This design comes from an exercise in tuning for small area, a short achievable clock period and few clock cycles on the open sky130 flow, not from production work. In this exercise RTL edits were held to simulation tests only and were not proved equivalent to the original.

v29:
==> module fitnessRanker, before the edit <==
module fitnessRanker (
    input  logic        CLK,
    input  logic        RESET,
    input  logic        clearAll,    
    input  logic        snap,        
    input  logic        ins,
    input  logic [2:0]  insPair,
    input  logic [10:0] keyA,
    input  logic [10:0] keyB,
    output logic [63:0] rankOf,      
    output logic [175:0] keysNext,   
    output logic [10:0] bestNext     
);
    logic [10:0] D [16];
    logic [3:0]  r [16];
    logic [16-1:0] v;
    logic        snapped;
    logic [10:0] best;
    logic [16-1:0] wA, wB;    
    logic [16-1:0] ltA, ltB;  
    logic [16-1:0] leA, leB;
    logic        bFirst;
    logic [16-1:0] thA, thB;  
    logic [3:0]  rankA, rankB;
    logic [3:0]  rn [16];
    logic [10:0] dn [16];
    logic [10:0] m;
    logic        mLt;
    function automatic logic lt11(input logic [10:0] a, input logic [10:0] b);
        logic [15:0] l, g, e;
        l = '0;
        e = '1;
        for (int i = 0; i < 11; i++)
        begin
            l[i] = !a[i] && b[i];
            g[i] = a[i] && !b[i];
            e[i] = !l[i] && !g[i];
        end
        for (int w = 1; w < 16; w = w * 2)
            for (int i = 0; i + w < 16; i = i + 2 * w)
            begin
                l[i] = l[i + w] || (e[i + w] && l[i]);
                e[i] = e[i + w] && e[i];
            end
        lt11 = l[0];
    endfunction
    function automatic logic [3:0] thermCount(input logic [15:0] t);
        thermCount[3] = t[7];
        thermCount[2] = t[11] || (t[3] && !t[7]);
        thermCount[1] = t[13] || (t[9] && !t[11]) || (t[5] && !t[7]) || (t[1] && !t[3]);
        thermCount[0] = t[14] || (t[12] && !t[13]) || (t[10] && !t[11]) || (t[8] && !t[9])
                      || (t[6] && !t[7]) || (t[4] && !t[5]) || (t[2] && !t[3]) || (t[0] && !t[1]);
    endfunction
    always_comb
    begin
        for (int p = 0; p < 16; p++)
        begin
            wA[p]  = ins && rankOf[4*p +: 4] == {insPair, 1'b0};
            wB[p]  = ins && rankOf[4*p +: 4] == {insPair, 1'b1};
            ltA[p] = lt11(keyA, D[p]);
            ltB[p] = lt11(keyB, D[p]);
            leA[p] = v[p] && !ltA[p];
            leB[p] = v[p] && !ltB[p];
        end
        bFirst = lt11(keyB, keyA);
        thA = '0;
        thB = '0;
        for (int k = 0; k < 16; k++)
            for (int p = 0; p < 16; p++)
            begin
                thA[k] = thA[k] || (leA[p] && r[p] == k[3:0]);
                thB[k] = thB[k] || (leB[p] && r[p] == k[3:0]);
            end
        rankA = thermCount(bFirst ? {thA[14:0], 1'b1} : thA);
        rankB = thermCount(bFirst ? thB : {thB[14:0], 1'b1});
        for (int p = 0; p < 16; p++)
        begin
            if (wA[p])
                rn[p] = rankA;
            else if (wB[p])
                rn[p] = rankB;
            else if (ins && v[p] && ltA[p] && ltB[p])
                rn[p] = r[p] + 4'd2;
            else if (ins && v[p] && (ltA[p] || ltB[p]))
                rn[p] = r[p] + 4'd1;
            else
                rn[p] = r[p];
        end
        for (int p = 0; p < 16; p++)
        begin
            if (wA[p])
                dn[p] = keyA;
            else if (wB[p])
                dn[p] = keyB;
            else
                dn[p] = D[p];
            keysNext[11*p +: 11] = dn[p];
        end
        m   = bFirst ? keyB : keyA;
        mLt = bFirst ? lt11(keyB, best) : lt11(keyA, best);
        bestNext = (ins && mLt) ? m : best;
    end
    always_ff @(posedge CLK)
    begin
        for (int p = 0; p < 16; p++)
        begin
            r[p] <= rn[p];
            D[p] <= dn[p];
        end
    end
    always_ff @(posedge CLK)
    begin
        if (clearAll)
            best <= '1;
        else
            best <= bestNext;
    end
    always_ff @(posedge CLK)
    begin
        if (RESET || clearAll)
            v <= '0;
        else
            for (int p = 0; p < 16; p++)
            begin
                if (snapped)
                    v[p] <= (rankOf[4*p+1 +: 3] == 3'd0);
                else if (wA[p] || wB[p])
                    v[p] <= 1'b1;
            end
    end
    always_ff @(posedge CLK)
        snapped <= snap;
    always_ff @(posedge CLK)
    begin
        if (clearAll)
            for (int p = 0; p < 16; p++)
                rankOf[4*p +: 4] <= p[3:0];
        else if (snap)
            for (int p = 0; p < 16; p++)
                rankOf[4*p +: 4] <= rn[p];
    end
endmodule
make LEC_CHECK=0 CAP_MARGIN=20 CORE_MARGIN=2 CORE_UTILIZATION=35 SETUP_SLACK_MARGIN=5 SLEW_MARGIN=20 finish   # period 10.0 ns
run.sh (not shown) runs the stock make flow with config.mk's settings and CLKGATE_MAP_FILE= SYNTH_SCRIPT=/design/flow/synth_recipe.tcl, a recipe that flattens the netlist after the stock synthesis.
Testbench counts of v29, summed over its fixed seeds: cycles 15,126.
The following lists how v15 was set up differently from v29:
--- a/flow/design.v
+++ b/flow/design.v
@@ -217,26 +217,25 @@
     logic [3:0]  rankA, rankB;
     logic [3:0]  rn [16];
     logic [10:0] dn [16];
     logic [10:0] m;
     logic        mLt;
     function automatic logic lt11(input logic [10:0] a, input logic [10:0] b);
-        logic [15:0] l, g, e;
+        logic [15:0] l, g;
         l = '0;
-        e = '1;
+        g = '0;
         for (int i = 0; i < 11; i++)
         begin
             l[i] = !a[i] && b[i];
             g[i] = a[i] && !b[i];
-            e[i] = !l[i] && !g[i];
         end
         for (int w = 1; w < 16; w = w * 2)
             for (int i = 0; i + w < 16; i = i + 2 * w)
             begin
-                l[i] = l[i + w] || (e[i + w] && l[i]);
-                e[i] = e[i + w] && e[i];
+                l[i] = l[i + w] || (!g[i + w] && l[i]);
+                g[i] = g[i + w] || (!l[i + w] && g[i]);
             end
         lt11 = l[0];
     endfunction
     function automatic logic [3:0] thermCount(input logic [15:0] t);
         thermCount[3] = t[7];
         thermCount[2] = t[11] || (t[3] && !t[7]);
--- outcome ---
The die of v15 is smaller than the one used in v29.
Diff v15..v29 | buffer depth of the longest clock path | negligible
Between v29 and v15, the final wirelength is higher for v29.
[compare] base=v29 new=v15: via count fell 305, hold violation count in the final report about even, met3 track demand over resource in global routing fell 0.78 points.
Re synthesized-area fraction occupied by ao, oa, aoi and oai cells: v29 was lower than v15.
Summary: with v29 as the reference, summed area of non-filler cells in the final layout in v15 moved down by a few percent.
Synthesized area in v15 is about 1.7% lower than in v29
v15 vs v29, adder-cell area share of the yosys netlist went down by 3.1 points.
Final worst-path setup slack down 0.091 ns in v15 wrt v29
Relative to v29, the met1 routed wirelength after detailed routing measured on v15 has decreased by a few percent.
Testbench counts of v15, summed over its fixed seeds: cycles 15,126.

-- afterwards: timing with drivers on the ports --
Ports are ideal in the flow. The routed layouts listed here were re-timed in OpenROAD. Step 1: set_driving_cell puts a clkbuf_16 on CLK and a buf_2 on each other input, an assumption about the parent block. Step 2 also shifts input and output timing later by t, the mid clock arrival at the registers, as if the neighbouring blocks saw the same clock. Three values: ideal ports, drivers, drivers and shift; two values: the first two.
run	t (ns)	setup slack, ns	worst data-port slew with drivers (ns)
v29	0.981	4.937 / 4.937 / 4.937	0.05
v15	0.974	4.846 / 4.846 / 4.846	0.05
After both steps every run listed still meets setup and hold.
